What follows belongs to an exercise in optimizing a design on an open flow for small area, a short achievable clock period and few clock cycles per item; a production flow would make more cautious choices.
The RTL was checked by simulation tests, not by an equivalence proof against the original design.
Power figures rest on the tool's default switching activity, not on a simulated workload.

==> flow/design.v (excerpt) <==
module flagged_rle_pitched_blit #(
	parameter int MAX_DIM   = 4096,
	parameter int ADDR_BITS = 25
) (
	input  wire logic                                clk,
	input  wire logic                                arst_n,
	input  wire logic                                in_valid,
	output logic                                     in_ready,
	input  wire logic                                is_run,
	input  wire logic [7:0]                          pixel_color,
	input  wire logic [7:0]                          run_length,
	output logic                                     out_valid,
	input  wire logic                                out_ready,
	output logic [rleb_pkg::SEG_ADDR_W-1:0]          seg_address,
	output logic [7:0]                               seg_length,
	output logic [7:0]                               seg_color,
	output logic                                     image_done,
	output logic                                     last,
	input  wire logic                                cfg_valid,
	output logic                                     cfg_ready,
	input  wire logic [rleb_pkg::CFG_IDX_W-1:0]      cfg_index,
	input  wire logic [rleb_pkg::CFG_DATA_W-1:0]     cfg_data
);
Size: ~290 flip-flops.
export LEC_CHECK = 0
export CAP_MARGIN = 20
export CORE_MARGIN = 2
export CORE_UTILIZATION = 40
export SLEW_MARGIN = 20
create_clock -name core_clock -period 13.0 [get_ports {clk}]
standard.sh (not shown) runs the stock make flow with config.mk's settings and CLKGATE_MAP_FILE= SYNTH_SCRIPT=/design/flow/synth_recipe.tcl, a recipe that flattens the netlist after the stock synthesis.
==> flow/flow/run.sh <==
#!/bin/bash
# Standard layout (the standard.sh) with three changes to how it is made:
# - ORFS timing repair aims at a setup slack of SETUP_SLACK_MARGIN ns against
#   the 13 ns clock, so it works toward a shorter period;
# - every input and output port still gets its own buffer, but a plain buf_2
#   rather than the delay cell buffer_ports picks by default, so that the
#   repair (which keeps cell footprints) can size port buffers for speed;
# - clock tree synthesis builds from clkbuf_4/clkbuf_8 and adds no dummy loads.
# Each tool's full output goes to standard.log in this folder.
export SETUP_SLACK_MARGIN=8.8
export BUFFER_PORTS_ARGS="-buffer_cell sky130_fd_sc_hd__buf_2"
export CTS_ARGS="-sink_clustering_enable -repair_clock_nets -dont_use_dummy_load -buf_list {sky130_fd_sc_hd__clkbuf_4 sky130_fd_sc_hd__clkbuf_8}"
bash standard.sh > standard.log 2>&1
The baseline went through all stages and came out clean.
Testbench counts at the start, summed over its fixed seeds: cycles 8,178, items 5,611.
Then changed:
==> flow/flow/run.sh (replaced) <==
#!/bin/bash
# Standard layout (the standard.sh) with three changes to how it is made:
# - ORFS timing repair aims at a setup slack of SETUP_SLACK_MARGIN ns against
#   the 13 ns clock, so it works toward a shorter period;
# - every input and output port still gets its own buffer, but a plain buf_2
#   rather than the delay cell buffer_ports picks by default, so that the
#   repair (which keeps cell footprints) can size port buffers for speed;
# - clock tree synthesis builds from clkbuf_8/clkbuf_16 with up to 30
#   flip-flops per leaf buffer, and adds no dummy loads.
# Each tool's full output goes to standard.log in this folder.
export SETUP_SLACK_MARGIN=9
export BUFFER_PORTS_ARGS="-buffer_cell sky130_fd_sc_hd__buf_2"
export CTS_ARGS="-sink_clustering_enable -repair_clock_nets -dont_use_dummy_load -sink_buffer_max_cap_derate 0.001 -sink_clustering_size 30 -sink_clustering_max_diameter 200 -buf_list {sky130_fd_sc_hd__clkbuf_8 sky130_fd_sc_hd__clkbuf_16}"
bash standard.sh > standard.log 2>&1
Register-to-register slack gets better by 0.14 ns.
Global-route usage goes down by 0.29 points.
Count of clock-buffer cells in the layout went down by 40.
Wire length hardly moves.
Total power shrinks by about 4.3%.
Worst setup slack gains 0.15 ns.
Fmax increases by 3.8%.
Critical path depth stays the same.
Via count goes down by 0.69%.
Then changed:
==> flow/flow/run.sh (replaced) <==
#!/bin/bash
# Standard layout (the standard.sh) with three changes to how it is made:
# - ORFS timing repair aims at a setup slack of SETUP_SLACK_MARGIN ns against
#   the 13 ns clock, so it works toward a shorter period;
# - every input and output port still gets its own buffer, but a plain buf_2
#   rather than the delay cell buffer_ports picks by default, so that the
#   repair (which keeps cell footprints) can size port buffers for speed;
# - clock tree synthesis builds from clkbuf_8/clkbuf_16 with up to 24
#   flip-flops per leaf buffer, and adds no dummy loads.
# Each tool's full output goes to standard.log in this folder.
export SETUP_SLACK_MARGIN=9
export BUFFER_PORTS_ARGS="-buffer_cell sky130_fd_sc_hd__buf_2"
export CTS_ARGS="-sink_clustering_enable -repair_clock_nets -dont_use_dummy_load -sink_buffer_max_cap_derate 0.001 -sink_clustering_size 24 -sink_clustering_max_diameter 120 -buf_list {sky130_fd_sc_hd__clkbuf_8 sky130_fd_sc_hd__clkbuf_16}"
bash standard.sh > standard.log 2>&1
After rerunning:
- non-clock buffer count does not change
- cell count stays flat
- total power went up by 1.7%
- global-route usage went up by 0.14 points
- hold slack is better by 0.022 ns
- critical path depth does not change
- via count is about the same
Then changed:
==> flow/flow/run.sh (replaced) <==
#!/bin/bash
# Standard layout (the standard.sh) with three changes to how it is made:
# - ORFS timing repair aims at a setup slack of SETUP_SLACK_MARGIN ns against
#   the 13 ns clock, so it works toward a shorter period;
# - every input and output port still gets its own buffer, but a plain buf_2
#   rather than the delay cell buffer_ports picks by default, so that the
#   repair (which keeps cell footprints) can size port buffers for speed;
# - clock tree synthesis builds from clkbuf_4/clkbuf_8 and adds no dummy loads.
# Each tool's full output goes to standard.log in this folder.
export SETUP_SLACK_MARGIN=9
export BUFFER_PORTS_ARGS="-buffer_cell sky130_fd_sc_hd__buf_2"
export CTS_ARGS="-sink_clustering_enable -repair_clock_nets -dont_use_dummy_load -buf_list {sky130_fd_sc_hd__clkbuf_4 sky130_fd_sc_hd__clkbuf_8}"
bash standard.sh > standard.log 2>&1
The changed run completed without violations.
Worst setup slack gets worse by 0.056 ns.
Synthesized cell count is unchanged.
Final cell count came out higher by 1.3%.
Clock-buffer cell count is higher by 35.
Final area increases by 1.3%.
Wire length grows by 0.79%.
Total power went up by 4.0%.
Die area does not change.
Via count rises by 1.4%.
Hold slack gets worse by 0.016 ns.
Synthesized area stays the same.

---

flagged_rle_pitched_blit, a different RTL version from the one above (not shown whole).
For scale: ~1,900 cells after synthesis, roughly 290 flip-flops, about 18,000 um^2 of cells after synthesis.
==> flow/config.mk <==
export PLATFORM = sky130hd
export DESIGN_NAME = flagged_rle_pitched_blit
export DESIGN_NICKNAME = flagged_rle_pitched_blit
export VERILOG_FILES = /design/flow/design.v
export SDC_FILE = /design/flow/constraint.sdc
export NUM_CORES = 4
export LEC_CHECK = 0
export CAP_MARGIN = 20
export CORE_MARGIN = 2
export CORE_UTILIZATION = 55
export SLEW_MARGIN = 20
==> flow/constraint.sdc <==
create_clock -name core_clock -period 13.0 [get_ports {clk}]
set_input_delay 2.6000 -clock core_clock [delete_from_list [all_inputs] [get_ports {clk}]]
set_output_delay 2.6000 -clock core_clock [all_outputs]
set_load 0.01 [all_outputs]
==> flow/flow/run.sh <==
#!/bin/bash
# Standard layout (the standard.sh), with ORFS timing repair aimed at a
# setup slack of SETUP_SLACK_MARGIN ns against the 13 ns clock, so that the
# repair works toward a shorter period than the constraint alone asks for.
# Each tool's full output goes to standard.log in this folder.
export SETUP_SLACK_MARGIN=9.4
bash standard.sh > standard.log 2>&1
The first run completed with no timing, DRC or antenna violations.
Testbench counts at the start, summed over its fixed seeds: cycles 8,170, items 5,611.
==> next run, changes <==
--- a/flow/flow/run.sh
+++ b/flow/flow/run.sh
@@ -6 +6 @@
-export SETUP_SLACK_MARGIN=9.4
+export SETUP_SLACK_MARGIN=9
CORE_UTILIZATION = 40   (was 55)
Outcome: Setup slack degrades by 0.052 ns. Sequential share of layout area climbs by 2.9 points. Sequential power stays flat. Wire length drops by a few percent. Global-route usage drops by 10 points. Via count drops by a few percent. Design area drops by a little under a tenth. Clock-buffer cell count climbs by 6. Power drops by roughly a tenth. Hold slack barely changes. Synthesized area stays the same.
==> next run, changes <==
ABC_AREA = 1   (was unset)
After rerunning: Utilization went down by 2.2 points. Power went down by a few percent. Via count went up by about a fifth. Worst setup slack is worse by 0.046 ns. Final area went up by a few percent. Global-route usage went up by 3.1 points. Worst hold slack is worse by 0.0037 ns.

[re-timing with driven ports]
No port has a modelled driver above. Below, the same layouts with a new extraction and two added sets of constraints.
Step 1 assumes that a clkbuf_16 drives the clock port and a buf_2 every other input.
Step 2 times the ports against the registers' clock, not the clock port: input delays grow and output delays shrink by t, the midpoint of the rising clock arrivals with the driver on.
Slacks: no drivers / after step 1 / after step 2; pairs: no drivers / after step 1.
| run | shift t [ns] | setup slack, ns | worst hold slack (ns) | worst slew at a driven data input, ns |
|---|---|---|---|---|
| the first run of note 1 | 0.662 | 8.853 / 8.883 / 8.221 | 0.412 / 0.412 / 0.412 | 0.04 |
| the second run of note 1 | 0.549 | 9.007 / 9.029 / 8.480 | 0.403 / 0.403 / 0.403 | 0.04 |
| the third run of note 1 | 0.559 | 9.089 / 9.096 / 8.565 | 0.425 / 0.425 / 0.425 | 0.04 |
| the fourth run of note 1 | 0.655 | 9.032 / 9.008 / 8.483 | 0.410 / 0.410 / 0.410 | 0.04 |
| the first run of note 2 | 0.575 | 9.083 / 9.083 / 8.545 | 0.418 / 0.418 / 0.418 | 0.07 |
| the second run of note 2 | 0.601 | 9.031 / 8.999 / 8.466 | 0.417 / 0.417 / 0.417 | 0.05 |
| the third run of note 2 | 0.615 | 8.985 / 8.987 / 8.404 | 0.414 / 0.414 / 0.414 | 0.06 |
After both steps setup and hold are still met in every run listed. The setup slack of the first run of note 1, which loses most, moves by +0.030 ns with the drivers and by -0.632 ns with both steps.
